Background: an optimization exercise with open tools, aiming at small area, a short achievable clock period and few clock cycles per item. Do not read the settings as production practice. At most, simulation tests tie the RTL to the original design; equivalence was not proved. The RTL of run 7 was laid out without a check of its function. Power figures rest on the tool's default switching activity, not on a simulated workload.

<file path="design.v">
`timescale 1ns/1ps
`default_nettype none
module bridgeTop (
  input  wire         pclk,
  input  wire         preset_n,
  input  wire         awvalid,
  output logic        awready,
  input  wire  [31:0] awaddr,
  input  wire  [7:0]  awid,
  input  wire  [7:0]  awlen,
  input  wire  [1:0]  awburst,
  input  wire  [2:0]  awprot,
  input  wire         wvalid,
  output logic        wready,
  input  wire  [31:0] wdata,
  input  wire  [3:0]  wstrb,
  input  wire         arvalid,
  output logic        arready,
  input  wire  [31:0] araddr,
  input  wire  [7:0]  arid,
  input  wire  [7:0]  arlen,
  input  wire  [1:0]  arburst,
  input  wire  [2:0]  arprot,
  output logic        rvalid,
  input  wire         rready,
  output logic [31:0] rdata,
  output logic [1:0]  rresp,
  output logic [7:0]  rid,
  output logic        rlast,
  output logic        bvalid,
  input  wire         bready,
  output logic [1:0]  bresp,
  output logic [7:0]  bid,
  output logic [31:0] paddr,
  output logic [31:0] pwdata,
  output logic [3:0]  pstrb,
  output logic [2:0]  pprot,
  output logic        pwrite,
  output logic        penable,
  output logic [3:0]  psel,
  input  wire  [3:0]  pready,
  input  wire  [3:0]  pslverr,
  input  wire  [127:0] prdata
);
  logic        act;
  logic        turn;       
  logic        oom;        
  logic        incr;
  logic [7:0]  cnt;        
  logic        wHave;      
  logic [14:0] addr;
  logic [3:0]  strb;
  logic        wr;         
  logic [3:0]  rsel;       
  logic        rAcc;       
  logic        wFree;      
  logic        last;
  logic        takeW;
  logic        takeR;
  logic        sel;        
  logic        serr;
  logic [31:0] sdata;
  logic        done;
  logic        go;
  logic        wTake;
  logic        actN;
  logic        turnN;
  logic        wHaveN;
  logic        rvalidN;
  logic        bvalidN;
  logic        wAccN;
  logic        awOom;
  logic        arOom;
  assign last  = (cnt == 8'd0);
  assign awOom = (awaddr[31:14] != 18'd0);
  assign arOom = (araddr[31:14] != 18'd0);
  assign takeW = awready && awvalid;
  assign takeR = arready && arvalid;
  assign wTake = wready && wvalid;
  always_comb begin
    sel   = 1'b0;
    serr  = 1'b0;
    sdata = 32'd0;
    for (int s = 0; s < 4; s++) begin
      sel   = sel   | (psel[s] & pready[s]);
      serr  = serr  | (psel[s] & pslverr[s]);
      sdata = sdata | ({32{rsel[s]}} & prdata[32*s +: 32]);
    end
  end
  assign done = act && penable && (oom || sel);
  assign go   = act && !penable &&
                (wr ? (wHave && (!last || !bvalid || bready))
                    : (!rvalid || rready));
  assign wFree = !wHave && !(act && wr && penable);
  assign paddr = {17'd0, addr};
  always_comb begin
    actN    = (act && !(done && last)) || takeW || takeR;
    turnN   = act ? turn : !turn;
    wHaveN  = wTake || (wHave && !(done && wr));
    rvalidN = (done && !wr) || (rvalid && !rready);
    bvalidN = (done && wr && last) || (bvalid && !bready);
    wAccN   = !wHaveN && !(actN && (act ? wr : takeW) && (penable ? !done : go));
  end
  always_ff @(posedge pclk or negedge preset_n) begin
    if (!preset_n) begin
      act     <= 1'b0;
      turn    <= 1'b0;
      penable <= 1'b0;
      psel    <= 4'd0;
      rsel    <= 4'd0;
      rAcc    <= 1'b0;
      wHave   <= 1'b0;
      rvalid  <= 1'b0;
      bvalid  <= 1'b0;
      awready <= 1'b0;
      arready <= 1'b0;
      wready  <= 1'b0;
    end else begin
      act     <= actN;
      turn    <= turnN;
      wHave   <= wHaveN;
      rvalid  <= rvalidN;
      bvalid  <= bvalidN;
      awready <= !actN && turnN && !bvalidN;
      arready <= !actN && !turnN && !rvalidN;
      wready  <= wAccN;
      if (!act) begin
        psel <= (takeW || takeR) && !(turn ? awOom : arOom)
              ? 4'b0001 << (turn ? awaddr[13:12] : araddr[13:12]) : 4'd0;
        rsel <= takeR && !arOom ? 4'b0001 << araddr[13:12] : 4'd0;
      end
      if (go) begin
        penable <= 1'b1;
        rAcc    <= !wr;
      end
      if (done) begin
        penable <= 1'b0;
        rAcc    <= 1'b0;
        if (last) begin
          psel <= 4'd0;
          rsel <= 4'd0;
        end
      end
    end
  end
  always_ff @(posedge pclk) begin
    if (!act) begin
      wr     <= turn;
      pwrite <= awready;
      oom    <= turn ? awOom : arOom;
      incr   <= turn ? (awburst == 2'd1) : (arburst == 2'd1);
      cnt    <= turn ? awlen : arlen;
      pprot  <= turn ? awprot : arprot;
      addr   <= {1'b0, turn ? awaddr[13:0] : araddr[13:0]};
    end else if (done) begin
      cnt <= cnt - 8'd1;
      if (incr) begin
        addr[14:2] <= addr[14:2] + 13'd1;
      end
    end
    if (!act && turn && !bvalid) begin
      bid   <= awid;
      bresp <= 2'd0;
    end else if (done && wr) begin
      bresp <= bresp | {oom | serr, oom};
    end
    if (!act && !turn && !rvalid) begin
      rid <= arid;
    end
    pstrb <= (act ? wr : turn) ? (wFree ? wstrb : strb) : 4'd0;
    if (wFree) begin
      pwdata <= wdata;
      strb   <= wstrb;
    end
    if (rAcc) begin
      rdata <= sdata;
      rresp <= {oom | serr, oom};
      rlast <= last;
    end
  end
endmodule
`default_nettype wire
</file>
<file path="flow/run.sh">
#!/bin/bash
# standard ORFS layout (the standard.sh, standard synthesis unchanged),
# with every port buffered by the smallest buffer instead of a delay buffer
set -euo pipefail
bash standard.sh "BUFFER_PORTS_ARGS=-buffer_cell sky130_fd_sc_hd__buf_1" finish > standard.log 2>&1
</file>
<file path="standard.sh">
#!/bin/bash
# synth_recipe.tcl (not shown) runs the flow's synth.tcl, then flattens the netlist and writes it again
# the make line also repeats each setting of config.mk as NAME=value (left out here)
make -C /OpenROAD-flow-scripts/flow DESIGN_CONFIG=/design/flow/config.mk WORK_HOME=/design/flow/orfs CLKGATE_MAP_FILE= SYNTH_SCRIPT=/design/flow/synth_recipe.tcl "${@:-finish}"
</file>
<file path="config.mk">
export PLATFORM = sky130hd
export DESIGN_NAME = bridgeTop
export DESIGN_NICKNAME = bridgeTop
export VERILOG_FILES = /design/flow/design.v
export SDC_FILE = /design/flow/constraint.sdc
export NUM_CORES = 4
export LEC_CHECK = 0
export CAP_MARGIN = 20
export CORE_MARGIN = 2
export CORE_UTILIZATION = 40
export SETUP_SLACK_MARGIN = 2.8
export SLEW_MARGIN = 20
</file>
<file path="constraint.sdc">
create_clock -name core_clock -period 5.0 [get_ports {pclk}]
set_input_delay 1.0000 -clock core_clock [delete_from_list [all_inputs] [get_ports {pclk}]]
set_output_delay 1.0000 -clock core_clock [all_outputs]
set_load 0.01 [all_outputs]
</file>
==> results of run 1 <==
==> metrics by stage <==
stage	cells	area, um2	util, %	hold slack (ns)	setup WS [ns]
after floorplan	506	6290	-	0.444	2.65
after global placement	1055	7830	51.5	0.452	2.30
after detailed placement	1055	7830	51.5	0.464	2.20
after CTS	1088	8490	55.9	0.481	2.77
after global routing	1093	8560	56.3	0.423	2.80
final	1093	8560	56.3	0.428	2.87
==> per-layer routing <==
| metal | track usage [%] | routed length (um) |
|---|---|---|
| met5 | 0 | 0 |
| met2 | 38.0 | 9900 |
| met3 | 10.4 | 2450 |
| met1 | 29.0 | 8160 |
| met4 | 9.02 | 444 |
==> cell type report <==
class | instances | area, um2
fillers | 1367 | 6640
flip-flops and latches | 141 | 4030
multi-input cells | 310 | 2020
repair buffers | 409 | 1590
clock buffers | 18 | 429
well taps | 188 | 235
clock inverters | 14 | 205
inverters | 13 | 52.6
==> cells in the mapped netlist <==
| library cell | count | area share [%] |
|---|---|---|
| conb_1 | 1 | 0.060 |
| a21boi_0 | 1 | 0.12 |
| o221ai_1 | 1 | 0.14 |
| nand2_1 | 66 | 4.0 |
| nand3_1 | 9 | 0.73 |
| inv_1 | 13 | 0.79 |
| and4_1 | 1 | 0.14 |
| nor2b_1 | 7 | 0.71 |
| ha_1 | 5 | 1.0 |
| a22oi_1 | 65 | 7.9 |
| a22o_1 | 1 | 0.14 |
| buf_4 | 17 | 2.1 |
| xnor2_1 | 12 | 1.7 |
| buf_1 | 3 | 0.18 |
| o32ai_1 | 1 | 0.14 |
| nor3_1 | 2 | 0.16 |
| xor2_1 | 4 | 0.56 |
| a31oi_1 | 3 | 0.30 |
| nor4b_1 | 1 | 0.14 |
| a222oi_1 | 2 | 0.32 |
| o21ai_0 | 18 | 1.5 |
| or4_1 | 1 | 0.12 |
| dfrtp_1 | 18 | 7.3 |
| nor4_1 | 10 | 1.0 |
| dfxtp_1 | 12 | 3.9 |
| or3_1 | 1 | 0.10 |
| nand4_1 | 4 | 0.40 |
| nor2_1 | 15 | 0.91 |
| or4_4 | 1 | 0.18 |
| nand3b_1 | 1 | 0.12 |
| clkbuf_1 | 21 | 1.3 |
| buf_2 | 2 | 0.16 |
| nand2b_1 | 3 | 0.30 |
| mux2_2 | 9 | 1.6 |
| a21oi_1 | 11 | 0.89 |
| edfxtp_1 | 111 | 54 |
| o41ai_2 | 1 | 0.26 |
| and3_1 | 3 | 0.30 |
| a211oi_1 | 5 | 0.60 |
| a32o_1 | 8 | 1.3 |
| and2_1 | 5 | 0.50 |
| mux2i_1 | 15 | 2.4 |
==> power by group through the flow <==
stage | Clock (mW) | Sequential, mW | Combinational [mW]
detailed placement | 0 | 1.32 | 0.151
floorplan | 0 | 1.33 | 0.0467
global placement | 0 | 1.32 | 0.147
CTS | 1.37 | 1.30 | 0.153
finish | 1.35 | 1.30 | 0.154
global route | 1.42 | 1.30 | 0.169
==> cell families after synthesis <==
group,after synthesis,share of synthesized area [%]
buffers and inverters,56,4.45
XOR/XNOR,16,2.26
multiplexers,24,4.05
other,1,0.0604
AND/OR/NAND/NOR,130,9.82
flip-flops,141,64.8
AO/OA/AOI/OAI,117,13.5
adder cells (fa/ha/maj),5,1.01
==> repair_timing <==
action                                 CTS  global route
resized for setup                        7             2
pin swaps                                1             0
buffers inserted                         0             4
cloned                                   1             0
hold buffers                             0             0
setup endpoints to repair               38            43
endpoints found under the hold margin    0             0
==> registers in the layout, indices dropped and copies added, names as in the netlist, 2 cells and up <==
| signal | cells |
|---|---|
| rid | 8 |
| bid | 8 |
| pwdata | 32 |
| strb | 4 |
| pprot | 3 |
| pstrb | 4 |
| psel | 4 |
| rsel | 4 |
| addr | 15 |
| bresp | 2 |
| rdata | 32 |
| rresp | 2 |
| cnt | 8 |
==> worst max-delay path by stage <==
stage	startpoint	end	slack, ns
2_1_floorplan	araddr[26]	oom	2.65
3_3_place_gp	pready[0]	arready	2.30
3_5_place_dp	pready[0]	arready	2.20
4_1_cts	turn	oom	2.77
5_1_grt	turn	oom	2.80
6_report	araddr[26]	rsel[3]	2.87
==> cell usage in the layout (no fill, tap or decap), types with 9 or more instances in the layout <==
cell | synthesis | routed
dfrtp_1 | 18 | 13
mux2i_1 | 15 | 15
conb_1 | 1 | 17
nor4_1 | 10 | 9
nand3_1 | 9 | 9
nand2_1 | 66 | 64
clkbuf_16 | 0 | 17
xnor2_1 | 12 | 12
inv_1 | 13 | 12
a21oi_1 | 11 | 11
mux2_2 | 9 | 9
buf_1 | 3 | 402
o21ai_0 | 18 | 18
dfxtp_1 | 12 | 12
a22oi_1 | 65 | 65
edfxtp_1 | 111 | 111
nor2_1 | 15 | 13
==> impl_results.md, run 1 <==
* Synth unique cells at 42
* Syn_area_per_cell at 12.7 um2
* Max Fclk at 0.470 GHz
* Reg2reg setup slack at 2.96 ns
* Clk network pwr share at 48.1%
* Internal at 2.21 mW
* Total number of H-tree levels at 4
* Worst-case clock buffer depth at 2
* Final Net Count at 1182
* Drt first pass iters at 8
* Final setup vio count at 0
* DIE AREA at 0.0165 mm2
* Period utilisation layout at 42.6%
* Core footprint at 0.0152 mm2
* Critical Path Fanout Max at 4
* Reg power frac at 46.4%
* Share of cells above drive strength 1 at 7.18%
* Crit path buf inv count at 1
* Max-slew violations at 0
* Total GRT Usage at 23.9%
* HPWL Detailed at 16.4 mm
* Number of synthesized register bits at 141
* First-pass GRT wire length at 29.1 mm
* Worst Clk Skew at 0.00851 ns
* Yosys Warn Count at 1
* Initial Util at 40.8%
* Clock tree from TritonCTS: yes
* Worst path slowest cell: nor4_1
* Status: timing/DRC/antenna clean
* Worst skew pair latency at 0.42 ns
* Number of remaining DRC errors at 0
* Maximum vdd drop at 0.231 mV
* Logic pwr share at 5.5%
* Reg-to-Reg Start: turn
* DR vias at 5658
* Worst r2r path cells at 5
* Worst path max stage delay at 0.60 ns
* Std cell rows at 45
* Final Wtd Congestion at 0.872
* GRT overflow at 0
* Sw Pwr at 0.593 mW
* Largest net degree at the start of global routing at 51
* Wirelength per Cell at 19.2 um
* Routed vias/inst at 5.18
* Critical Path Start Type: input pin
* Top Family by Delay on Critical Path: simple AND/OR/NAND/NOR gates
* Vias in the first global route at 5261
* CP required at 5.35 ns
* Die width at 129 um
* Rel. slew slack at 41.3%
* Final ANT Viol Nets at 0
* CP cell instances: buf_1 > or4_4 > nor4_1 > a32o_1
* P&R area growth vs syn at 38.0%
* Shortest period the worst path allows at 2.13 ns
* Sw frac at 21.2%
* Final hold vios at 0
* RSZ-0062 raised after global routing: no
* WL final at 21.0 mm
* Max-cap violations at 0
* Root buffer cell: clkbuf_16
* TNS Setup at 0 ns
* Critical path depth at 4
* Clock Sinks at 141
* Total Power at 2.80 mW
* Initial DRC Count at 475
* Num ports at 420
* Seq/Total Area, Yosys at 64.8%
* Pwr/cell area at 327 mW/mm2
* WP data arrival at 2.48 ns
* Post-Syn Area at 0.00621 mm2
* CTS Buf Count at 17
* Critical path class: input pin to flip-flop
* Setup crit end kind: flip-flop
* Worst Hold Class: input pin to asynchronous set/reset pin
* ANT cells at 0
* Antenna violations before repair at 0
* IO buf count at 402
* Pin slew with the least headroom to its limit at 0.879 ns
* Post-Syn Instances at 490
* Reg-to-reg critical path endpoint: oom
* Die height at 129 um
* Clk pin slew, worst setup/hold paths at 0.06 ns
* Static Leakage at 3.11 nW
Testbench counts, summed over its fixed seeds: cycles 9,506, beats 2,933.
==> inputs of run 2 (changes only) <==
--- a/config.mk
+++ b/config.mk
@@ -8,5 +8,5 @@
 export CAP_MARGIN = 20
 export CORE_MARGIN = 2
-export CORE_UTILIZATION = 40
-export SETUP_SLACK_MARGIN = 2.8
+export CORE_UTILIZATION = 55
+export SETUP_SLACK_MARGIN = 3.0
 export SLEW_MARGIN = 20
==> run 2 against run 1 <==
Net effect: area after synthesis stayed put; synthesized cell count stayed put; the flow now stops in I/O pin placement (3_2_place_iop).
==> impl_results.md, run 2 <==
* Die height at 110 um (-14%)
* Seq/Total Area, Yosys at 64.8% (unchanged)
* FFs w/ async S/R, synth at 12.8% (unchanged)
* Error msg: [ERROR PPL-0024] Number of IO pins (420) exceeds maximum number of available positions (390). Increase the die perimeter from 440.94um to 571.20um.
* Std cell rows at 38 (-16%)
* Synth unique cells at 42 (unchanged)
* Main combinational cell family by area after synthesis: compound AO/OA/AOI/OAI gates
* Multiplexer area fraction after synthesis at 4.05% (unchanged)
* Synth Area in XOR/XNOR at 2.26% (unchanged)
* Post-Syn Instances at 490 (unchanged)
* Die width at 110 um (-14%)
* Top cell type's share of synthesized area at 53.7% (unchanged)
* Simple-gate share of the synthesized area at 9.82% (unchanged)
* Initial Util at 56.8% (+16 points)
* Yosys Warn Count at 1 (unchanged)
* Area fraction in compound gates after synthesis at 13.5% (unchanged)
* Number of synthesized register bits at 141 (unchanged)
* Syn_area_per_cell at 12.7 um2 (unchanged)
* Synth top cells by count: edfxtp_1 (111), nand2_1 (66), a22oi_1 (65), clkbuf_1 (21)
* Dominant cell by count in the synthesized netlist: edfxtp_1
* Fail Step: I/O pin placement (3_2_place_iop)
* Leading area contributor after synthesis: edfxtp_1
* Synth area leaders: edfxtp_1 (54%), a22oi_1 (7.9%), dfrtp_1 (7.3%)
* EDFF count, synth at 111 (unchanged)
* Synth Area in Adders at 1.01% (unchanged)
* Status: stopped before the end
* Most common flop cell mapped by yosys: edfxtp_1
* Post-Syn Area at 0.00621 mm2 (unchanged)
==> run 2: cell counts after synthesis <==
No cell type changed its count.
==> run 2: kinds of logic after synthesis <==
group | count (synthesis)
XOR/XNOR | 16
buffers and inverters | 56
AO/OA/AOI/OAI | 117
AND/OR/NAND/NOR | 130
multiplexers | 24
adder cells (fa/ha/maj) | 5
other | 1
flip-flops | 141
==> inputs of run 3 (changes only) <==
==> flow/run.sh (replaced) <==
#!/bin/bash
# standard ORFS layout (the standard.sh, standard synthesis unchanged),
# with every port buffered by the smallest buffer instead of a delay buffer,
# and no dummy loads in the clock tree
set -euo pipefail
export CTS_ARGS="-sink_clustering_enable -repair_clock_nets -dont_use_dummy_load"
bash standard.sh "BUFFER_PORTS_ARGS=-buffer_cell sky130_fd_sc_hd__buf_1" finish > standard.log 2>&1
--- a/config.mk
+++ b/config.mk
@@ -8,5 +8,5 @@
 export CAP_MARGIN = 20
 export CORE_MARGIN = 2
-export CORE_UTILIZATION = 55
-export SETUP_SLACK_MARGIN = 3.0
+export CORE_UTILIZATION = 40
+export SETUP_SLACK_MARGIN = 3.2
 export SLEW_MARGIN = 20
==> run 3 against run 2 <==
Net effect: now clean on timing, DRC and antenna; area after synthesis stayed put; synthesized cell count stayed put.
==> impl_results.md, run 3 <==
* Metal3 WL at 2.26 mm
* DIE AREA at 0.0165 mm2
* Antenna violations before repair at 0
* FFs w/ async S/R, synth at 12.8% (unchanged)
* Critical Path Fanout Max at 5
* Worst Hold Class: flip-flop to flip-flop
* Filler cells at 1307
* DR top layer: met4
* Number of synthesized register bits at 141 (unchanged)
* Shortest period the worst path allows at 2.09 ns
* Period utilisation layout at 41.9%
* Syn_area_per_cell at 12.7 um2 (unchanged)
* Rel. slew slack at 58.4%
* Final ANT Viol Nets at 0
* Post-Syn Instances at 490 (unchanged)
* WL met1 at 8.58 mm
* EDFF count, synth at 111 (unchanged)
* Most frequent CP cell: or4_4
* Clock tree from TritonCTS: yes
* Clock Sinks at 141
* Synth top cells by count: edfxtp_1 (111), nand2_1 (66), a22oi_1 (65), clkbuf_1 (21)
* Static Leakage at 3.69 nW
* Synth unique cells at 42 (unchanged)
* Worst skew pair latency at 0.41 ns
* Initial DRC Count at 471
* Root buffer cell: clkbuf_16
* Critical path class: input pin to flip-flop
* Worst-case clock buffer depth at 2
* Post-Syn Area at 0.00621 mm2 (unchanged)
* Pwr/cell area at 267 mW/mm2
* TNS Setup at 0 ns
* Initial Util at 40.8% (-16 points)
* Synth area leaders: edfxtp_1 (54%), a22oi_1 (7.9%), dfrtp_1 (7.3%)
* Worst path max stage delay at 0.55 ns
* Max-cap violations at 0
* Cells after DPL at 1056
* Die width at 129 um (+17%)
* Status: timing/DRC/antenna clean
* Final worst slack at 2.91 ns
* P&R area growth vs syn at 48.6%
* Final Wtd Congestion at 0.774
* DR vias at 5881
* Wirelength per Cell at 19.8 um
* CP cell instances: buf_1 > or4_4 > or4_4 > o41ai_4 > inv_1
* Regs by FF count: pwdata: 32 flops, rdata: 32 flops, addr: 15 flops
* Vias in the first global route at 5491
* Yosys Warn Count at 1 (unchanged)
* WL final at 22.2 mm
* Total GRT Usage at 24.9%
* Routed vias/inst at 5.25
* First-pass GRT wire length at 30.4 mm
* Share of cells above drive strength 1 at 24.0%
* Largest net degree at the start of global routing at 52
* Post-route insts no fill at 1120
* Max Fclk at 0.477 GHz
* Final hold vios at 0
* Pin slew with the least headroom to its limit at 0.624 ns
* Post-layout util at 60.7%
* Worst path slowest cell: or4_4
* Design area at 0.00923 mm2
* WP data arrival at 2.25 ns
* Num ports at 420
* CTS Buf Count at 17
* Leading area contributor after synthesis: edfxtp_1
* Instance area at placement at 0.00788 mm2
* Clk pin slew, worst setup/hold paths at 0.05 ns
* Commonest non-fill, non-tap cells in the layout: buf_1 (294), edfxtp_1 (111), a22oi_1 (65)
* Die height at 129 um (+17%)
* Critical Path Start Type: input pin
* Fin Hold WS at 0.461 ns
* Number of remaining DRC errors at 0
* Worst slack, placed at 2.07 ns
* HPWL Detailed at 15.9 mm
* ANT cells at 0
* Worst Clk Skew at 0.0127 ns
* Final Net Count at 1224
* Most common flop cell mapped by yosys: edfxtp_1
* Std cell rows at 45 (+18%)
* Total number of H-tree levels at 4
* Drt first pass iters at 5
* Commonest non-fill, non-tap cell in the layout: buf_1
* Seq/Total Area, Yosys at 64.8% (unchanged)
* FF/Latch Area at 0.00404 mm2
* Reg-to-Reg Start: psel[3]
* Hold_sp: addr[14]
* Top cell type's share of synthesized area at 53.7% (unchanged)
* GRT overflow at 0
* Maximum vdd drop at 0.262 mV
* RSZ-0062 raised after global routing: yes
* Core footprint at 0.0152 mm2
* Dominant cell by count in the synthesized netlist: edfxtp_1
* Total Power at 2.46 mW
* Met2 WL at 11.0 mm
* Setup crit start: araddr[26]
* Reg2reg setup slack at 3.00 ns
* Final setup vio count at 0
* CP required at 5.15 ns
* Max-slew violations at 0
* IO buf count at 402
* Multi-input gate area at 0.00220 mm2
* Setup crit end kind: flip-flop
run 3: worst paths after layout:
check	endpoint	cells after the start
worst max register to register	wready	7
min in group asynchronous	rvalid	1
max in group asynchronous	rsel[0]	1
worst min-delay path	addr[14]	1
worst max-delay path	oom	5
worst min register to register	addr[14]	1
run 3: power by group:
part,internal (mW),switching [mW]
clock network,0.587,0.407
registers,1.29,0.00888
logic,0.0853,0.0801
run 3: cell families (layout without fill, tap and decap cells):
family          after synthesis  count (layout)  share of synthesized area [%]
other cells                   1              17                         0.0604
compound gates              117             117                           13.5
mux                          24              24                           4.05
xor+xnor                     16              16                           2.26
simple gates                130             132                           9.82
buf+inv                      56             480                           4.45
flops                       141             141                           64.8
fa+ha+maj                     5               5                           1.01
run 3: metal layers:
| layer | global-route usage (%) | vias up |
|---|---|---|
| met5 | 0 | - |
| met4 | 7.16 | 0 |
| met3 | 9.65 | 25 |
| met2 | 41.2 | 302 |
| met1 | 30.6 | 2845 |
| li1 | - | 2709 |
run 3: final cells by class:
type                    count  area share [%]
flip-flops and latches    141            43.8
repair buffers            450            24.6
multi-input cells         311            23.8
clock buffers              17            4.61
well taps                 188            2.55
inverters                  13           0.570
run 3: worst max-delay path, delay by kind of cell:
family | cells | cell delay, ns
compound gates | 1 | 0.10
buf+inv | 2 | 0.15
simple gates | 2 | 0.99
run 3: what timing repair did:
item	4_1_cts	5_1_grt
setup endpoints to repair	211	186
pin swaps	3	5
resized for setup	107	90
gates cloned	2	1
buffers inserted	29	14
hold buffers	0	0
==> inputs of run 4 (changes only) <==
--- a/config.mk
+++ b/config.mk
@@ -9,4 +9,4 @@
 export CORE_MARGIN = 2
 export CORE_UTILIZATION = 40
-export SETUP_SLACK_MARGIN = 3.2
+export SETUP_SLACK_MARGIN = 3.0
 export SLEW_MARGIN = 20
==> run 4 against run 3 <==
Net effect: sequential power barely moved; core utilization down 3.1 points; sequential share of layout area increased by 2.3 points; area after synthesis stayed put; total power decreased by 0.92%; critical path depth stayed put; cell count fell by 1.2%; fmax down 1.1%; routed wire length fell by 5.2%.
==> impl_results.md, run 4 <==
* Static Leakage at 3.28 nW (-11%)
* Crit path buf inv count at 2 (unchanged)
* Total number of H-tree levels at 4 (unchanged)
* Reg2reg setup slack at 2.95 ns (-0.05 ns)
* FFs w/ async S/R, synth at 12.8% (unchanged)
* Final Wtd Congestion at 0.824 (+6.5%)
* DIE AREA at 0.0165 mm2 (unchanged)
* Top Family by Delay on Critical Path: simple AND/OR/NAND/NOR gates
* Worst-case clock buffer depth at 2 (unchanged)
* Clock Sinks at 141 (unchanged)
* CTS Buf Count at 17 (unchanged)
* Commonest non-fill, non-tap cell in the layout: buf_1
* Worst Hold Class: flip-flop to flip-flop
* Max-slew violations at 0 (unchanged)
* Dominant cell by count in the synthesized netlist: edfxtp_1
* Final setup vio count at 0 (unchanged)
* RSZ-0062 raised after global routing: yes
* First-pass GRT wire length at 29.2 mm (-3.8%)
* Leading area contributor after synthesis: edfxtp_1
* Post-Syn Instances at 490 (unchanged)
* Number of synthesized register bits at 141 (unchanged)
* Worst path max stage delay at 0.43 ns (-0.12 ns)
* Setup crit end kind: flip-flop
* Most common flop cell mapped by yosys: edfxtp_1
* Rel. slew slack at 29.0% (-29 points)
* EDFF count, synth at 111 (unchanged)
* Top cell type's share of synthesized area at 53.7% (unchanged)
* Antenna violations before repair at 0 (unchanged)
* Drt first pass iters at 5 (unchanged)
* Worst Clk Skew at 0.0151 ns (+0.00232 ns)
* Final hold vios at 0 (unchanged)
* Final ANT Viol Nets at 0 (unchanged)
* Worst path slowest cell: o41ai_4
* Routed vias/inst at 5.19 (-1.1%)
* Std cell rows at 45 (unchanged)
* TNS Setup at 0 ns (unchanged)
* Hold Buf Count CTS at 0 (unchanged)
* Shortest period the worst path allows at 2.12 ns (+0.0229 ns)
* Initial Util at 40.8% (unchanged)
* Share of cells above drive strength 1 at 13.4% (-11 points)
* Regs by FF count: pwdata: 32 flops, rdata: 32 flops, addr: 15 flops
* P&R area growth vs syn at 41.2%
* Clock tree from TritonCTS: yes
* Initial DRC Count at 371 (-21%)
* Synth unique cells at 42 (unchanged)
* Pwr/cell area at 278 mW/mm2 (+4.3%)
* CP cell instances: buf_1 > nor4_2 > nand4_1 > o41ai_4 > inv_1
* Total GRT Usage at 24.0% (-0.88 points)
* Wirelength per Cell at 19.0 um (-4.1%)
* WP data arrival at 2.26 ns (about the same)
* Syn_area_per_cell at 12.7 um2 (unchanged)
* Critical Path Start Type: input pin
* Max Fclk at 0.472 GHz (-1.1%)
* Final worst slack at 2.88 ns (-0.0229 ns)
* Core footprint at 0.0152 mm2 (unchanged)
* Worst slack, placed at 2.20 ns (+0.138 ns)
* Num ports at 420 (unchanged)
* Largest net degree at the start of global routing at 51 (-1.9%)
* Synth top cells by count: edfxtp_1 (111), nand2_1 (66), a22oi_1 (65), clkbuf_1 (21)
* Worst skew pair latency at 0.41 ns (about the same)
* Number of remaining DRC errors at 0 (unchanged)
* Root buffer cell: clkbuf_16
* CP required at 5.15 ns (about the same)
* Commonest non-fill, non-tap cells in the layout: buf_1 (373), edfxtp_1 (111), a22oi_1 (65)
* Status: timing/DRC/antenna clean
* Critical path class: input pin to flip-flop
* Clk pin slew, worst setup/hold paths at 0.05 ns (about the same)
* WL final at 21.0 mm (-5.2%)
* Final Net Count at 1211 (-1.1%)
* DR vias at 5749 (-2.2%)
* Maximum vdd drop at 0.234 mV (-11%)
* ANT cells at 0 (unchanged)
* Seq/Total Area, Yosys at 64.8% (unchanged)
* Die width at 129 um (unchanged)
* Yosys Warn Count at 1 (unchanged)
* Critical Path Fanout Max at 5 (unchanged)
* Max-cap violations at 0 (unchanged)
* Vias in the first global route at 5358 (-2.4%)
* Pin slew with the least headroom to its limit at 1.07 ns (+0.442 ns)
* Period utilisation layout at 42.4% (+0.46 points)
* Synth area leaders: edfxtp_1 (54%), a22oi_1 (7.9%), dfrtp_1 (7.3%)
* IO buf count at 402 (unchanged)
* HPWL Detailed at 15.9 mm (about the same)
* Post-Syn Area at 0.00621 mm2 (unchanged)
* GRT overflow at 0 (unchanged)
* Die height at 129 um (unchanged)
==> run 4: layout make-up <==
class                   count  area [um2]
clock buffers              17         425
fillers                  1351        6440
inverters                  13        52.6
multi-input cells         311        2140
flip-flops and latches    141        4040
well taps                 188         235
repair buffers            437        1870
==> run 4: kinds of logic (layout without fill, tap and decap cells) <==
logic type | count (synthesis) | count (layout) | share of synthesized area, %
adder cells (fa/ha/maj) | 5 | 5 | 1.01
AND/OR/NAND/NOR | 130 | 132 | 9.82
other | 1 | 17 | 0.0604
AO/OA/AOI/OAI | 117 | 117 | 13.5
multiplexers | 24 | 24 | 4.05
XOR/XNOR | 16 | 16 | 2.26
buffers and inverters | 56 | 467 | 4.45
flip-flops | 141 | 141 | 64.8
==> run 4: timing repair <==
item	CTS	global route
setup buffers	21	12
resized for setup	35	39
pin swaps	1	5
endpoints found under the setup margin	106	75
cloned	1	1
==> run 4: path summary, 6_finish.rpt <==
check | cells after the start | startpoint | end
min in group asynchronous | 1 | preset_n | rvalid
min | 1 | addr[14] | addr[14]
max reg2reg | 5 | turn | oom
min reg2reg | 1 | addr[14] | addr[14]
max | 5 | awaddr[15] | oom
max in group asynchronous | 1 | preset_n | turn
==> run 4: routing by layer <==
layer	vias up	global-route usage [%]	share of wire, %
met5	-	0	0
met2	299	38.8	49
met3	36	10.2	11
met1	2730	28.7	38
li1	2684	-	-
met4	0	9.27	2.3
==> run 4: report_power, final <==
part / internal (mW) / total, mW / switching, mW
clock: 0.586 / 0.982 / 0.396
sequential: 1.29 / 1.30 / 0.00859
combinational: 0.0748 / 0.155 / 0.0800
total: 1.95 / 2.44 / 0.485
==> run 4: through the flow <==
stage | instances | utilization [%] | power, mW | hold WS [ns] | area, um2
6_report | 1107 | 57.6 | 2.44 | 0.465 | 8760
5_1_grt | 1107 | 57.6 | 2.53 | 0.486 | 8760
4_1_cts | 1094 | 56.1 | 2.46 | 0.473 | 8540
3_5_place_dp | 1055 | 51.6 | 1.47 | 0.461 | 7840
3_3_place_gp | 1055 | 51.6 | 1.47 | 0.451 | 7840
2_1_floorplan | 506 | - | 1.38 | 0.444 | 6310
==> inputs of run 5 (changes only) <==
--- a/config.mk
+++ b/config.mk
@@ -9,4 +9,4 @@
 export CORE_MARGIN = 2
 export CORE_UTILIZATION = 40
-export SETUP_SLACK_MARGIN = 3.0
+export SETUP_SLACK_MARGIN = 2.6
 export SLEW_MARGIN = 20
==> run 5 against run 4 <==
Net effect: still clean; clock power is 0.8% higher; routed wire length is 3.0% lower; cell count is 3.0% lower; sequential share of layout area is 2.5 points higher; worst setup slack worse by 0.13 ns; total power is 0.18% higher; worst hold slack better by 0.0017 ns; synthesized cell count stayed put; critical path type unchanged; critical endpoint unchanged; largest cell class unchanged.
==> impl_results.md, run 5 <==
* Regs by FF count: pwdata: 32 flops, rdata: 32 flops, addr: 15 flops
* Sw Pwr at 0.491 mW (+1.3%)
* HPWL Detailed at 16.3 mm (+2.5%)
* Post-Syn Instances at 490 (unchanged)
* TNS Setup at 0 ns (unchanged)
* Logic pwr share at 6.2% (about the same)
* Final setup vio count at 0 (unchanged)
* P&R area growth vs syn at 33.5%
* Number of remaining DRC errors at 0 (unchanged)
* Total GRT Usage at 23.5% (-0.55 points)
* Total number of H-tree levels at 4 (unchanged)
* Top cell type's share of synthesized area at 53.7% (unchanged)
* CTS Buf Count at 17 (unchanged)
* Dominant cell by count in the synthesized netlist: edfxtp_1
* Synth top cells by count: edfxtp_1 (111), nand2_1 (66), a22oi_1 (65), clkbuf_1 (21)
* Static Leakage at 3.00 nW (-8.5%)
* Fin Hold WS at 0.467 ns (+0.00166 ns)
* Root buffer cell: clkbuf_16
* ANT cells at 0 (unchanged)
* Commonest non-fill, non-tap cell in the layout: buf_1
* Sw frac at 20.1% (+0.22 points)
* Setup crit start: araddr[25]
* Final Net Count at 1178 (-2.7%)
* Pwr/cell area at 295 mW/mm2 (+6.0%)
* Period utilisation layout at 44.9% (+2.6 points)
* Synth unique cells at 42 (unchanged)
* Instance area at placement at 0.00783 mm2 (-0.18%)
* Critical Path Fanout Max at 5 (unchanged)
* IO buf count at 402 (unchanged)
* Initial DRC Count at 428 (+15%)
* Hold_sp: strb[2]
* WP data arrival at 2.40 ns (+0.14 ns)
* Setup crit end kind: flip-flop
* Post-Syn Area at 0.00621 mm2 (unchanged)
* Max-cap violations at 0 (unchanged)
* EDFF count, synth at 111 (unchanged)
* Max Fclk at 0.445 GHz (-5.7%)
* Commonest non-fill, non-tap cells in the layout: buf_1 (402), edfxtp_1 (111), nand2_1 (65), a22oi_1 (65), o21ai_0 (18)
* DIE AREA at 0.0165 mm2 (unchanged)
* Num ports at 420 (unchanged)
* Rel. slew slack at 25.4% (-3.5 points)
* Critical Path Start Type: input pin
* Die height at 129 um (unchanged)
* Clk pin slew, worst setup/hold paths at 0.06 ns (about the same)
* Filler cells at 1419 (+5.0%)
* Number of synthesized register bits at 141 (unchanged)
* Worst Hold Class: flip-flop to flip-flop
* Final hold vios at 0 (unchanged)
* Clock tree from TritonCTS: yes
* Seq/Total Area, Yosys at 64.8% (unchanged)
* CP required at 5.16 ns (about the same)
* Drt first pass iters at 5 (unchanged)
* Leading area contributor after synthesis: edfxtp_1
* Max-slew violations at 0 (unchanged)
* Worst Clk Skew at 0.0132 ns (-0.00191 ns)
* Wirelength per Cell at 19.0 um (about the same)
* Maximum vdd drop at 0.232 mV (-0.94%)
* Total Power at 2.44 mW (+0.18%)
* Die width at 129 um (unchanged)
* GRT overflow at 0 (unchanged)
* Post-layout util at 54.5% (-3.1 points)
* Final ANT Viol Nets at 0 (unchanged)
* Pin slew with the least headroom to its limit at 1.12 ns (+0.0531 ns)
* Routed vias/inst at 5.20 (+0.20%)
* Clock Sinks at 141 (unchanged)
* Vias in the first global route at 5211 (-2.7%)
* Yosys Warn Count at 1 (unchanged)
* Most common flop cell mapped by yosys: edfxtp_1
* Internal at 1.95 mW (about the same)
* Core footprint at 0.0152 mm2 (unchanged)
* Critical path class: input pin to flip-flop
* Reg-to-Reg Start: act
* Reg power frac at 53.2% (-0.2 points)
* Worst-case clock buffer depth at 2 (unchanged)
* FFs w/ async S/R, synth at 12.8% (unchanged)
* Std cell rows at 45 (unchanged)
* Worst skew pair latency at 0.41 ns (about the same)
* Hold Buf Count CTS at 0 (unchanged)
* RSZ-0062 raised after global routing: no
* Shortest period the worst path allows at 2.25 ns (+0.128 ns)
* Final Wtd Congestion at 0.890 (+8.0%)
* Clk network pwr share at 40.6% (+0.3 points)
* Largest net degree at the start of global routing at 51 (unchanged)
* First-pass GRT wire length at 28.5 mm (-2.2%)
* Antenna violations before repair at 1 (+1)
* Syn_area_per_cell at 12.7 um2 (unchanged)
* DR vias at 5589 (-2.8%)
* Initial Util at 40.8% (unchanged)
* Share of cells above drive strength 1 at 4.74% (-8.6 points)
* WL final at 20.4 mm (-3.0%)
* Synth area leaders: edfxtp_1 (54%), a22oi_1 (7.9%), dfrtp_1 (7.3%)
* Status: timing/DRC/antenna clean
* Design area at 0.00828 mm2 (-5.5%)
run 5: cell type report:
class	count	area, um2	share of cell area, %
Sequential cell	141	4030	48.6
Multi-Input combinational cell	310	2020	24.3
Timing Repair Buffer	405	1530	18.5
Clock buffer	17	425	5.14
Tap cell	188	235	2.84
Inverter	13	48.8	0.589
run 5: path summary, 6_finish.rpt:
path | depth (start not counted) | slack [ns] | to
worst max-delay path | 6 | 2.75 | oom
worst min-delay path | 1 | 0.47 | strb[2]
worst max register to register | 4 | 2.85 | bid[1]
worst min register to register | 1 | 0.47 | strb[2]
max in group asynchronous | 1 | 3.63 | rsel[3]
min in group asynchronous | 1 | 0.71 | rvalid
run 5: per-stage QoR:
step                setup slack, ns  cells
floorplan                      2.65    506
global placement               2.29   1056
detailed placement             2.14   1056
CTS                            2.63   1073
global route                   2.67   1074
finish                         2.75   1074
run 5: worst max-delay path, stage by stage:
cell	delay (ns)
buf_1	0.07
nor4_1	0.44
nand2_1	0.17
or4_4	0.56
o41ai_4	0.10
inv_1	0.07
run 5: repair_timing:
item | in CTS | in global routing
endpoints found under the setup margin | 10 | 28
pin swaps | 0 | 1
buffers inserted | 0 | 0
cloned | 0 | 1
resized for setup | 2 | 3
run 5: per-layer routing:
metal	GRT usage [%]	part of all wire [%]
met4	7.93	1.8
met1	28.1	38
met3	11.5	12
met2	37.3	48
met5	0	0
run 5: kinds of logic (layout without fill, tap and decap cells):
group / Yosys count / count (layout) / share of synthesized area, %
multiplexers: 24 / 24 / 4.05
XOR/XNOR: 16 / 16 / 2.26
flip-flops: 141 / 141 / 64.8
AO/OA/AOI/OAI: 117 / 117 / 13.5
buffers and inverters: 56 / 435 / 4.45
AND/OR/NAND/NOR: 130 / 131 / 9.82
other: 1 / 17 / 0.0604
adder cells (fa/ha/maj): 5 / 5 / 1.01
run 5: power by group through the flow:
stage          clock [mW]  combinational (mW)  sequential [mW]
2_1_floorplan           0              0.0464             1.33
3_3_place_gp            0               0.146             1.32
3_5_place_dp            0               0.151             1.32
4_1_cts              1.01               0.152             1.30
5_1_grt              1.06               0.167             1.30
6_report            0.990               0.152             1.30
==> inputs of run 6 (changes only) <==
--- a/config.mk
+++ b/config.mk
@@ -9,4 +9,4 @@
 export CORE_MARGIN = 2
 export CORE_UTILIZATION = 40
-export SETUP_SLACK_MARGIN = 2.6
+export SETUP_SLACK_MARGIN = 2.8
 export SLEW_MARGIN = 20
==> run 6 against run 5 <==
Net effect: still clean on timing, DRC and antenna; first-iteration DRC count down 18%; global-route usage is 0.27 points higher; final area up 0.91%; register-to-register slack better by 0.12 ns; core utilization increased by 0.49 points.
==> impl_results.md, run 6 <==
* Die height at 129 um (unchanged)
* Initial DRC Count at 353 (-18%)
* Reg-to-Reg Start: turn
* Filler cells at 1374 (-3.2%)
* Clock Sinks at 141 (unchanged)
* Final hold vios at 0 (unchanged)
* Status: timing/DRC/antenna clean
* RSZ-0062 raised after global routing: yes
* Yosys Warn Count at 1 (unchanged)
* Leading area contributor after synthesis: edfxtp_1
* CP cell instances: buf_1
* Max-cap violations at 0 (unchanged)
* P&R area growth vs syn at 34.7%
* Share of cells above drive strength 1 at 5.84% (+1.1 points)
* Static Leakage at 3.02 nW (+0.48%)
* Most common flop cell mapped by yosys: edfxtp_1
* GR Layer Usage met1 at 28.6% (+0.50 points)
* Wirelength per Cell at 19.3 um (+1.7%)
* Syn_area_per_cell at 12.7 um2 (unchanged)
* Commonest non-fill, non-tap cell in the layout: buf_1
* Drt first pass iters at 5 (unchanged)
* Final setup vio count at 0 (unchanged)
* Vias in the first global route at 5251 (+0.77%)
* Worst path max stage delay at 0.50 ns (-0.06 ns)
* Design area at 0.00836 mm2 (+0.91%)
* Root buffer cell: clkbuf_16
* Synth top cells by count: edfxtp_1 (111), nand2_1 (66), a22oi_1 (65), clkbuf_1 (21)
* Setup crit end kind: primary output
* TNS Setup at 0 ns (unchanged)
* CP required at 4.00 ns (-1.16 ns)
* Worst skew pair latency at 0.42 ns (about the same)
* Antenna violations before repair at 0 (-1)
* Maximum vdd drop at 0.240 mV (+3.6%)
* Die width at 129 um (unchanged)
* WL final at 20.8 mm (+2.1%)
* Total GRT Usage at 23.7% (+0.27 points)
* Number of remaining DRC errors at 0 (unchanged)
* Shortest period the worst path allows at 2.12 ns (-0.124 ns)
* Max-slew violations at 0 (unchanged)
* GR peak layer: met2
* Critical Path Fanout Max at 4 (-1)
* Largest net degree at the start of global routing at 51 (unchanged)
* FFs w/ async S/R, synth at 12.8% (unchanged)
* IO buf count at 402 (unchanged)
* Synth area leaders: edfxtp_1 (54%), a22oi_1 (7.9%), dfrtp_1 (7.3%)
* Reg-to-reg critical path endpoint: oom
* Worst path slowest cell: dfrtp_1
* Met2 Use GR at 38.2% (+0.88 points)
* Seq/Total Area, Yosys at 64.8% (unchanged)
* Reg2reg setup slack at 2.97 ns (+0.12 ns)
* Worst r2r path cells at 5 (+1)
* Max Fclk at 0.471 GHz (+5.8%)
* Core footprint at 0.0152 mm2 (unchanged)
* Pwr/cell area at 292 mW/mm2 (-0.84%)
* Commonest non-fill, non-tap cells in the layout: buf_1 (402), edfxtp_1 (111), a22oi_1 (65)
* Top cell type's share of synthesized area at 53.7% (unchanged)
* Initial Util at 40.8% (unchanged)
* Pin slew with the least headroom to its limit at 0.897 ns (-0.221 ns)
* Final Wtd Congestion at 0.872 (-2.1%)
* Post-Syn Area at 0.00621 mm2 (unchanged)
* Top Family by Delay on Critical Path: flip-flops
* Worst-case clock buffer depth at 2 (unchanged)
* First-pass GRT wire length at 28.9 mm (+1.1%)
* Clk pin slew, worst setup/hold paths at 0.06 ns (about the same)
* Period utilisation layout at 42.4% (-2.5 points)
* Dominant cell by count in the synthesized netlist: edfxtp_1
* Final Net Count at 1182 (+0.34%)
* GRT overflow at 0 (unchanged)
* Num ports at 420 (unchanged)
* EDFF count, synth at 111 (unchanged)
* GRT met3 Usage at 11.0% (-0.50 points)
* ANT cells at 0 (unchanged)
* CTS Buf Count at 17 (unchanged)
* Total number of H-tree levels at 4 (unchanged)
* Critical Path Start Type: flip-flop
* Number of synthesized register bits at 141 (unchanged)
* Rel. slew slack at 40.1% (+15 points)
* Routed vias/inst at 5.22 (+0.24%)
* Worst Clk Skew at 0.0184 ns (+0.00528 ns)
* HPWL Detailed at 16.4 mm (+0.82%)
* Clock tree from TritonCTS: yes
* Regs by FF count: pwdata: 32 flops, rdata: 32 flops, addr: 15 flops
* Final ANT Viol Nets at 0 (unchanged)
* Post-Syn Instances at 490 (unchanged)
* Instance area at placement at 0.00783 mm2 (about the same)
* WP data arrival at 1.12 ns (-1.28 ns)
* Worst Hold Class: input pin to asynchronous set/reset pin
* Synth unique cells at 42 (unchanged)
* Critical path class: flip-flop to primary output
* DR vias at 5623 (+0.61%)
* Std cell rows at 45 (unchanged)
* DIE AREA at 0.0165 mm2 (unchanged)
* Crit path buf inv count at 1 (-1)
==> run 6: through the flow <==
step | cells | utilization (%) | hold slack, ns | setup WS [ns] | power, mW
final | 1078 | 55.0 | 0.426 | 2.88 | 2.44
after global routing | 1078 | 55.0 | 0.428 | 2.79 | 2.52
after CTS | 1073 | 54.5 | 0.479 | 2.78 | 2.46
after detailed placement | 1055 | 51.5 | 0.464 | 2.20 | 1.47
after global placement | 1055 | 51.5 | 0.452 | 2.30 | 1.47
after floorplan | 506 | - | 0.444 | 2.65 | 1.38
==> run 6: worst max-delay path by stage <==
stage          depth (start not counted)       start  slack (ns)       to
2_1_floorplan                          4  araddr[26]        2.65      oom
3_3_place_gp                           5   pready[0]        2.30  arready
3_5_place_dp                           5   pready[0]        2.20  arready
4_1_cts                                5        turn        2.78      oom
5_1_grt                                5        turn        2.79      oom
6_report                               1     psel[1]        2.88  psel[1]
==> run 6: area by class of cell <==
class,instances,area [um2],share of cell area [%]
multi-input combinational,310,2030,24.2
sequential,141,4030,48.2
tap,188,235,2.81
clock buffer,17,425,5.09
inverter,13,52.6,0.629
timing repair buffer,409,1590,19.0
==> run 6: kinds of logic after synthesis <==
| kind of cell | Yosys count | share of synthesized area, % |
|---|---|---|
| fa+ha+maj | 5 | 1.01 |
| flops | 141 | 64.8 |
| simple gates | 130 | 9.82 |
| compound gates | 117 | 13.5 |
| buf+inv | 56 | 4.45 |
| other cells | 1 | 0.0604 |
| xor+xnor | 16 | 2.26 |
| mux | 24 | 4.05 |
==> run 6: power by group <==
part / internal, mW / switching [mW] / leakage (nW)
logic: 0.0735 / 0.0802 / 1.40
clock network: 0.586 / 0.402 / 0.209
registers: 1.29 / 0.00878 / 1.41
total: 1.95 / 0.491 / 3.02
==> run 6: worst reg2reg max path: cells and delay by family (launching register included) <==
family	cells	cell delay, ns
compound gates	1	0.37
buf+inv	2	0.23
flops	1	0.62
simple gates	2	0.55
==> run 6: metal layers <==
layer  routed length (um)  vias to the layer above
met5                    0                        -
met4                  347                        0
met3                 2300                       23
met2                 9990                      274
met1                 8140                     2713
li1                     -                     2613
==> run 6: what timing repair did <==
item                       4_1_cts  5_1_grt
cloned                           1        0
setup buffers                    0        4
hold buffers                     0        0
pin swaps                        1        0
setup endpoints to repair       38       28
gates resized for setup          7        3
==> inputs of run 7 (changes only) <==
--- a/design.v
+++ b/design.v
@@ -55,4 +55,5 @@
   logic        rAcc;       
   logic        wFree;      
+  logic        wFreeN;
   logic        last;
   logic        takeW;
@@ -69,5 +70,4 @@
   logic        rvalidN;
   logic        bvalidN;
-  logic        wAccN;
   logic        awOom;
   logic        arOom;
@@ -92,5 +92,6 @@
                 (wr ? (wHave && (!last || !bvalid || bready))
                     : (!rvalid || rready));
-  assign wFree = !wHave && !(act && wr && penable);
+  assign wFree = !wHave && !rvalid && (act ? (wr && !penable) : turn);
+  assign rdata = pwdata;
   assign paddr = {17'd0, addr};
   always_comb begin
@@ -100,5 +101,6 @@
     rvalidN = (done && !wr) || (rvalid && !rready);
     bvalidN = (done && wr && last) || (bvalid && !bready);
-    wAccN   = !wHaveN && !(actN && (act ? wr : takeW) && (penable ? !done : go));
+    wFreeN  = !wHaveN && !rvalidN &&
+              (actN ? ((act ? wr : takeW) && !(penable ? !done : go)) : turnN);
   end
   always_ff @(posedge pclk or negedge preset_n) begin
@@ -123,6 +125,6 @@
       bvalid  <= bvalidN;
       awready <= !actN && turnN && !bvalidN;
-      arready <= !actN && !turnN && !rvalidN;
-      wready  <= wAccN;
+      arready <= !actN && !turnN && !rvalidN && !wHaveN;
+      wready  <= wFreeN;
       if (!act) begin
         psel <= (takeW || takeR) && !(turn ? awOom : arOom)
@@ -174,7 +176,7 @@
     end
     if (rAcc) begin
-      rdata <= sdata;
-      rresp <= {oom | serr, oom};
-      rlast <= last;
+      pwdata <= sdata;
+      rresp  <= {oom | serr, oom};
+      rlast  <= last;
     end
   end
==> run 7 against run 6 <==
Net effect: final area shrank 11%; count of clock-buffer cells in the layout fell by 8; total power down 31%; clock power is about 40% lower; first-iteration DRC count down 7.1%; flip-flop and latch count shrank 32; sequential share of layout area decreased by 7.1 points; register-to-register slack worse by 0.12 ns; core utilization fell by 1.7 points; area after synthesis down 7.0%; critical path depth increased by 4; cell count increased by 1.3%; critical path type is now input pin to flip-flop; critical endpoint is now cnt[3]; largest power group unchanged; highest routed layer unchanged.
==> impl_results.md, run 7 <==
* DIE AREA at 0.0154 mm2 (-6.8%)
* Max reg flops at 32
* Maximum vdd drop at 0.133 mV (-45%)
* Critical Path Fanout Max at 10 (+6)
* Final ANT Viol Nets at 0 (unchanged)
* Std cell rows at 43 (-4.4%)
* Yosys Warn Count at 1 (unchanged)
* Top cell type's share of synthesized area at 41.1% (-13 points)
* HPWL Detailed at 17.7 mm (+7.7%)
* GRT overflow at 0 (unchanged)
* Min-Delay Path Depth at 1
* Post-Syn Area at 0.00577 mm2 (-7.0%)
* FFs w/ async S/R, synth at 16.5% (+3.7 points)
* Total Power at 1.69 mW (-31%)
* Dominant cell by count in the synthesized netlist: edfxtp_1
* DR vias at 5815 (+3.4%)
* Worst Hold Class: flip-flop to flip-flop
* Regs by FF count: pwdata: 32 flops, addr: 15 flops
* Hold Buf Count CTS at 0 (unchanged)
* Synth area leaders: edfxtp_1 (41%), a22oi_1 (8.3%), dfrtp_1 (7.8%)
* Final Net Count at 1197 (+1.3%)
* Largest net degree at the start of global routing at 66 (+29%)
* Setup crit end kind: flip-flop
* Total number of H-tree levels at 3 (-1)
* Max-cap violations at 0 (unchanged)
* Die height at 124 um (-3.4%)
* WL final at 21.4 mm (+3.1%)
* Share of cells above drive strength 1 at 4.97% (-0.87 points)
* Total GRT Usage at 26.2% (+2.5 points)
* Worst skew pair latency at 0.34 ns (-0.08 ns)
* Core footprint at 0.0140 mm2 (-8.0%)
* WHS Endpoint: strb[1]
* Clock tree from TritonCTS: yes
* Static Leakage at 2.42 nW (-20%)
* Max-slew violations at 0 (unchanged)
* EDFF count, synth at 79 (-29%)
* Status: timing/DRC/antenna clean
* Period utilisation layout at 43.0% (+0.60 points)
* Reg-to-Reg Start: act
* First-pass GRT wire length at 29.2 mm (+1.1%)
* Commonest non-fill, non-tap cells in the layout: buf_1 (402), edfxtp_1 (79), a22oi_1 (64)
* Fin Hold WS at 0.472 ns (+0.0463 ns)
* Commonest non-fill, non-tap cell in the layout: buf_1
* Shortest period the worst path allows at 2.15 ns (+0.0299 ns)
* Wirelength per Cell at 19.6 um (+1.8%)
* Post-route insts no fill at 1092 (+1.3%)
* TNS Setup at 0 ns (unchanged)
* Worst-case clock buffer depth at 2 (unchanged)
* Number of remaining DRC errors at 0 (unchanged)
* Final setup vio count at 0 (unchanged)
* Critical Path Start Type: input pin
* Seq/Total Area, Yosys at 53.0% (-12 points)
* WP data arrival at 2.15 ns (+1.03 ns)
* Root buffer cell: clkbuf_16
* Final Wtd Congestion at 0.970 (+11%)
* Final hold vios at 0 (unchanged)
* Rel. slew slack at 23.7% (-16 points)
* Num ports at 420 (unchanged)
* Reg-to-reg critical path endpoint: pwdata[19]
* Drt first pass iters at 5 (unchanged)
* Pwr/cell area at 227 mW/mm2 (-22%)
* Reg2reg setup slack at 2.85 ns (-0.12 ns)
* Syn_area_per_cell at 10.5 um2 (-17%)
* Clk pin slew, worst setup/hold paths at 0.07 ns (about the same)
* CP required at 5.00 ns (+1.00 ns)
* IO buf count at 402 (unchanged)
* RSZ-0062 raised after global routing: yes
* Cells after DPL at 1068 (+1.2%)
* Die width at 124 um (-3.4%)
* Worst Clk Skew at 0.0152 ns (-0.00324 ns)
* Vias in the first global route at 5433 (+3.5%)
* Met2 Use GR at 48.2% (+10 points)
* Initial Util at 41.3% (+0.45 points)
* Antenna violations before repair at 6 (+6)
* Worst slack, placed at 2.24 ns (+0.0360 ns)
* Hold_sp: strb[1]
* Final worst slack at 2.85 ns (-0.0299 ns)
* Most common flop cell mapped by yosys: edfxtp_1
* Register name with the most flops: pwdata
* Number of synthesized register bits at 109 (-23%)
* GRT met3 Usage at 3.85% (-7.1 points)
* Synth top cells by count: edfxtp_1 (79), a22oi_1 (64), buf_4 (49), nor2_1 (46), nand2_1 (44)
* GR peak layer: met2
* CTS Buf Count at 9 (-8)
* P&R area growth vs syn at 29.1%
* Synth unique cells at 44 (+4.8%)
* Pin slew with the least headroom to its limit at 1.14 ns (+0.248 ns)
* Post-Syn Instances at 548 (+12%)
* Routed vias/inst at 5.33 (+2.1%)
* Initial DRC Count at 328 (-7.1%)
* Max Fclk at 0.465 GHz (-1.4%)
* Critical path class: input pin to flip-flop
* GR Layer Usage met1 at 29.7% (+1.2 points)
* Leading area contributor after synthesis: edfxtp_1
* Clock Sinks at 109 (-23%)
* Worst r2r path cells at 5 (unchanged)
run 7: what timing repair did:
item / in CTS / in global routing
setup buffers: 4 / 4
setup endpoints to repair: 88 / 64
gates cloned: 0 / 0
gates resized for setup: 8 / 3
pin swaps: 1 / 0
run 7: worst max path at each step:
stage | startpoint | endpoint | slack, ns | cells past startpoint
final | pready[1] | cnt[3] | 2.85 | 5
after detailed placement | pready[1] | rsel[0] | 2.24 | 6
after global placement | pready[1] | rsel[1] | 2.30 | 6
after global routing | act | pwdata[16] | 2.70 | 5
after floorplan | pready[1] | arready | 2.80 | 5
after CTS | act | pwdata[6] | 2.82 | 5
run 7: metrics by stage:
step,utilization (%),area [um2]
4_1_cts,52.9,7400
6_report,53.3,7460
5_1_grt,53.3,7450
2_1_floorplan,-,5850
3_3_place_gp,50.9,7120
3_5_place_dp,50.9,7120
run 7: area by class of cell:
cell class / instances / area, um2
Antenna cell: 7 / 17.5
Clock buffer: 9 / 225
Fill cell: 1323 / 6530
Inverter: 11 / 45.0
Multi-Input combinational cell: 363 / 2280
Sequential cell: 109 / 3070
Tap cell: 180 / 225
Timing Repair Buffer: 413 / 1600
run 7: logic make-up after synthesis:
group	after synthesis	share of synthesized area [%]
AO/OA/AOI/OAI	155	18.2
XOR/XNOR	17	2.58
adder cells (fa/ha/maj)	5	1.08
buffers and inverters	92	9.21
flip-flops	109	53.0
multiplexers	21	3.86
other	1	0.0649
AND/OR/NAND/NOR	148	12.0
run 7: report_power, final:
part	internal, mW	switching, mW	total (mW)
clock	0.318	0.276	0.594
sequential	0.968	0.000969	0.969
combinational	0.0644	0.0628	0.127
run 7: per-layer routing:
layer / vias to the layer above / part of all wire, %
met2: 297 / 53
met5: - / 0
met3: 43 / 6.5
met4: 0 / 3.2
li1: 2701 / -
met1: 2774 / 37
run 7: critical path, stage by stage:
cell      delay (ns)
buf_1           0.08
a222oi_1        0.10
buf_4           0.17
a21boi_2        0.41
nand2b_1        0.39
==> inputs of run 8 (changes only) <==
--- a/design.v
+++ b/design.v
@@ -50,5 +50,4 @@
   logic        wHave;      
   logic [14:0] addr;
-  logic [3:0]  strb;
   logic        wr;         
   logic [3:0]  rsel;       
@@ -170,8 +169,9 @@
       rid <= arid;
     end
-    pstrb <= (act ? wr : turn) ? (wFree ? wstrb : strb) : 4'd0;
     if (wFree) begin
       pwdata <= wdata;
-      strb   <= wstrb;
+      pstrb  <= wstrb;
+    end else if (arready) begin
+      pstrb  <= 4'd0;
     end
     if (rAcc) begin
==> run 8 against run 7 <==
Net effect: sequential power shrank 3.5%; sequential share of layout area grew 0.12 points; count of clock-buffer cells in the layout is the same; total power shrank 3.3%; via count shrank 1.0%; core utilization shrank 0.43 points; final area shrank 1.2%; fmax shrank 0.73%; critical endpoint is now wready; worst hold slack gained 0.0096 ns; synthesized cell count shrank 2.4%; flip-flop and latch count shrank 4; routed wire length shrank 5.7%.
==> impl_results.md, run 8 <==
* Period utilisation layout at 43.4% (+0.32 points)
* Synth top cells by count: edfxtp_1 (84), a22oi_1 (64), buf_4 (49), nor2_1 (46), nand2_1 (40)
* Synth area leaders: edfxtp_1 (44%), a22oi_1 (8.4%), dfrtp_1 (7.9%)
* EDFF count, synth at 84 (+6.3%)
* Setup crit end kind: flip-flop
* Sw Pwr at 0.326 mW (-4.0%)
* Min-Delay Path Depth at 2 (+1)
* Drt first pass iters at 10 (+5)
* Total Power at 1.63 mW (-3.3%)
* Reg2reg setup slack at 2.97 ns (+0.12 ns)
* Static Leakage at 2.54 nW (+5.0%)
* Clock Sinks at 105 (-3.7%)
* Antenna violations before repair at 7 (+1)
* GR peak layer: met2
* Core footprint at 0.0139 mm2 (-0.38%)
* Worst path slowest cell: a222oi_1
* Die width at 124 um (-0.38%)
* Worst Hold Class: flip-flop to flip-flop
* P&R area growth vs syn at 28.6%
* Worst skew pair latency at 0.34 ns (about the same)
* Initial DRC Count at 349 (+6.4%)
* FFs w/ async S/R, synth at 17.1% (+0.63 points)
* GRT met3 Usage at 6.14% (+2.3 points)
* Maximum vdd drop at 0.172 mV (+30%)
* IO buf count at 402 (unchanged)
* Number of remaining DRC errors at 0 (unchanged)
* Max-slew violations at 0 (unchanged)
* Initial Util at 41.1% (-0.16 points)
* Final worst slack at 2.83 ns (-0.0158 ns)
* Vias in the first global route at 5366 (-1.2%)
* Share of cells above drive strength 1 at 4.41% (-0.57 points)
* Final Wtd Congestion at 0.899 (-7.3%)
* Seq/Total Area, Yosys at 52.9% (-0.11 points)
* Shortest period the worst path allows at 2.17 ns (+0.0158 ns)
* CTS Buf Count at 9 (unchanged)
* Status: timing/DRC/antenna clean
* Worst r2r path cells at 6 (+1)
* Internal at 1.31 mW (-3.1%)
* RSZ-0062 raised after global routing: no
* CP required at 5.19 ns (+0.19 ns)
* Worst path max stage delay at 0.32 ns (-0.09 ns)
* Max Fclk at 0.461 GHz (-0.73%)
* Critical Path Start Type: input pin
* Clock tree from TritonCTS: yes
* Post-layout util at 52.9% (-0.43 points)
* Total GRT Usage at 24.9% (-1.3 points)
* Final ANT Viol Nets at 0 (unchanged)
* Reg-to-reg critical path endpoint: pwdata[17]
* Met2 Use GR at 42.1% (-6.1 points)
* Worst Clk Skew at 0.0157 ns (+0.000506 ns)
* HPWL Detailed at 16.3 mm (-8.0%)
* Final Net Count at 1177 (-1.7%)
* Sw frac at 20.0% (-0.16 points)
* Reg power frac at 57.2% (about the same)
* Syn_area_per_cell at 10.7 um2 (+1.6%)
* Leading area contributor after synthesis: edfxtp_1
* Crit path buf inv count at 2 (unchanged)
* Top cell type's share of synthesized area at 44.0% (+2.9 points)
* Root buffer cell: clkbuf_16
* Max reg flops at 32 (unchanged)
* First-pass GRT wire length at 28.3 mm (-3.1%)
* Hold Buf Count CTS at 0 (unchanged)
* Die height at 124 um (-0.38%)
* Reg-to-Reg Start: act
* Routed vias/inst at 5.37 (+0.89%)
* Critical path class: input pin to flip-flop
* CP cell instances: buf_1 > a222oi_1 > buf_4 > a21boi_4 > and3_1 > o221ai_1 > a21oi_1
* Wirelength per Cell at 18.9 um (-3.8%)
* Commonest non-fill, non-tap cells in the layout: buf_1 (402), edfxtp_1 (84), a22oi_1 (64)
* Commonest non-fill, non-tap cell in the layout: buf_1
* Clk pin slew, worst setup/hold paths at 0.07 ns (about the same)
* GR Layer Usage met1 at 29.4% (-0.28 points)
* Most common flop cell mapped by yosys: edfxtp_1
* Num ports at 420 (unchanged)
* Total number of H-tree levels at 3 (unchanged)
* Regs by FF count: pwdata: 32 flops, addr: 15 flops
* Logic pwr share at 6.5% (-1.0 points)
* Largest net degree at the start of global routing at 55 (-17%)
* Number of synthesized register bits at 105 (-3.7%)
* GRT overflow at 0 (unchanged)
* Pin slew with the least headroom to its limit at 0.957 ns (-0.188 ns)
* Clk network pwr share at 36.3% (+1.1 points)
* DR vias at 5754 (-1.0%)
* Dominant cell by count in the synthesized netlist: edfxtp_1
* Std cell rows at 43 (unchanged)
* Hold_sp: bresp[0]
* Pwr/cell area at 222 mW/mm2 (-2.1%)
* Post-Syn Instances at 535 (-2.4%)
* WHS Endpoint: bresp[0]
* Register name with the most flops: pwdata
* Fin Hold WS at 0.482 ns (+0.00964 ns)
* Yosys Warn Count at 1 (unchanged)
* Post-Syn Area at 0.00573 mm2 (-0.78%)
* Critical Path Fanout Max at 6 (-4)
* Worst-case clock buffer depth at 2 (unchanged)
* Max-cap violations at 0 (unchanged)
* WP data arrival at 2.36 ns (+0.21 ns)
* DIE AREA at 0.0153 mm2 (-0.76%)
* Final hold vios at 0 (unchanged)
* Final setup vio count at 0 (unchanged)
* Worst slack, placed at 2.23 ns (-0.00441 ns)
* Rel. slew slack at 36.2% (+13 points)
* Synth unique cells at 54 (+23%)
* TNS Setup at 0 ns (unchanged)
* Top Family by Delay on Critical Path: compound AO/OA/AOI/OAI gates
* WL final at 20.2 mm (-5.7%)
## run 8: kinds of logic (layout without fill, tap and decap cells)
| group | count (synthesis) | count (layout) | share of synthesized area (%) |
|---|---|---|---|
| AOI/OAI and AO/OA | 158 | 158 | 19.1 |
| xor gates and xnor gates | 17 | 17 | 2.60 |
| adders and majority gates | 5 | 5 | 1.09 |
| buffers and inverters | 94 | 428 | 9.65 |
| DFF | 105 | 105 | 52.9 |
| muxes | 15 | 15 | 2.73 |
| other | 1 | 23 | 0.0655 |
| and+or+nand+nor | 140 | 140 | 11.8 |
## run 8: repair_timing
action / in CTS / in global routing
cloned: 0 / 0
setup buffers: 1 / 0
hold endpoints to repair: 0 / 0
setup endpoints to repair: 75 / 60
resized for setup: 5 / 9
pin swaps: 1 / 0
## run 8: power groups by stage
stage / Sequential, mW / Clock [mW] / Combinational (mW)
final: 0.935 / 0.594 / 0.106
after global routing: 0.934 / 0.639 / 0.119
after CTS: 0.935 / 0.606 / 0.106
after detailed placement: 0.953 / 0 / 0.105
after global placement: 0.953 / 0 / 0.103
after floorplan: 0.953 / 0 / 0.0254
## run 8: worst max path at each step
| stage | start | endpoint | slack, ns | cells after the start |
|---|---|---|---|---|
| after floorplan | pready[0] | wready | 2.81 | 5 |
| after global placement | pready[0] | wready | 2.32 | 6 |
| after detailed placement | pready[0] | wready | 2.23 | 6 |
| after CTS | pready[0] | wready | 2.85 | 7 |
| after global routing | araddr[15] | psel[3] | 2.81 | 6 |
| final | pready[0] | wready | 2.83 | 7 |
## run 8: cell type report
type	count	area [um2]
Fill cell	1314	6570
Tap cell	180	225
Sequential cell	105	3040
Antenna cell	6	15.0
Inverter	11	41.3
Clock buffer	9	225
Timing Repair Buffer	408	1560
Multi-Input combinational cell	352	2260
## run 8: tightest hold or removal path, cell delays in order (launching register included)
cell     delay [ns]
dfxtp_1        0.33
a41oi_1        0.05
nor2_1         0.07
## run 8: routing by layer
layer / vias to the layer above / part of all wire, %
met5: - / 0.074
li1: 2651 / -
met2: 337 / 50
met1: 2729 / 37
met4: 2 / 3.4
met3: 35 / 8.7
## run 8: stage by stage
step / instances / cell area (um2)
final: 1071 / 7370
after global routing: 1071 / 7370
after CTS: 1065 / 7300
after detailed placement: 1055 / 7050
after global placement: 1055 / 7050
after floorplan: 551 / 5790
Testbench counts of run 8, summed over its fixed seeds: cycles 10,018, beats 2,933.

==> what the ideal ports hide <==
No port has a modelled driver above. Below, the same layouts with a new extraction and two added sets of constraints.
Step 1 assumes that a clkbuf_16 drives the clock port and a buf_2 every other input.
Step 2 also shifts input and output timing later by t, the mid clock arrival at the registers, as if the neighbouring blocks saw the same clock.
Three values: no drivers, after step 1, after step 2; two values: the first two.
run | shift t [ns] | slack for setup (ns) | worst setup path at the end | worst data-port slew with drivers (ns)
run 1 | 0.460 | 2.871 / 2.836 / 2.424 | input to register | 0.07
run 3 | 0.450 | 2.905 / 2.922 / 2.472 | input to register | 0.06
run 4 | 0.446 | 2.882 / 2.900 / 2.454 | input to register | 0.07
run 5 | 0.453 | 2.754 / 2.774 / 2.321 | input to register | 0.06
run 6 | 0.453 | 2.878 / 2.835 / 2.484 | input to register | 0.06
run 7 | 0.382 | 2.848 / 2.852 / 2.480 | input to register | 0.10
run 8 | 0.380 | 2.832 / 2.853 / 2.474 | input to register | 0.10
After both steps every run listed still meets setup and hold. The setup slack of run 1, which loses most, moves by -0.035 ns with the drivers and by -0.447 ns with both steps.
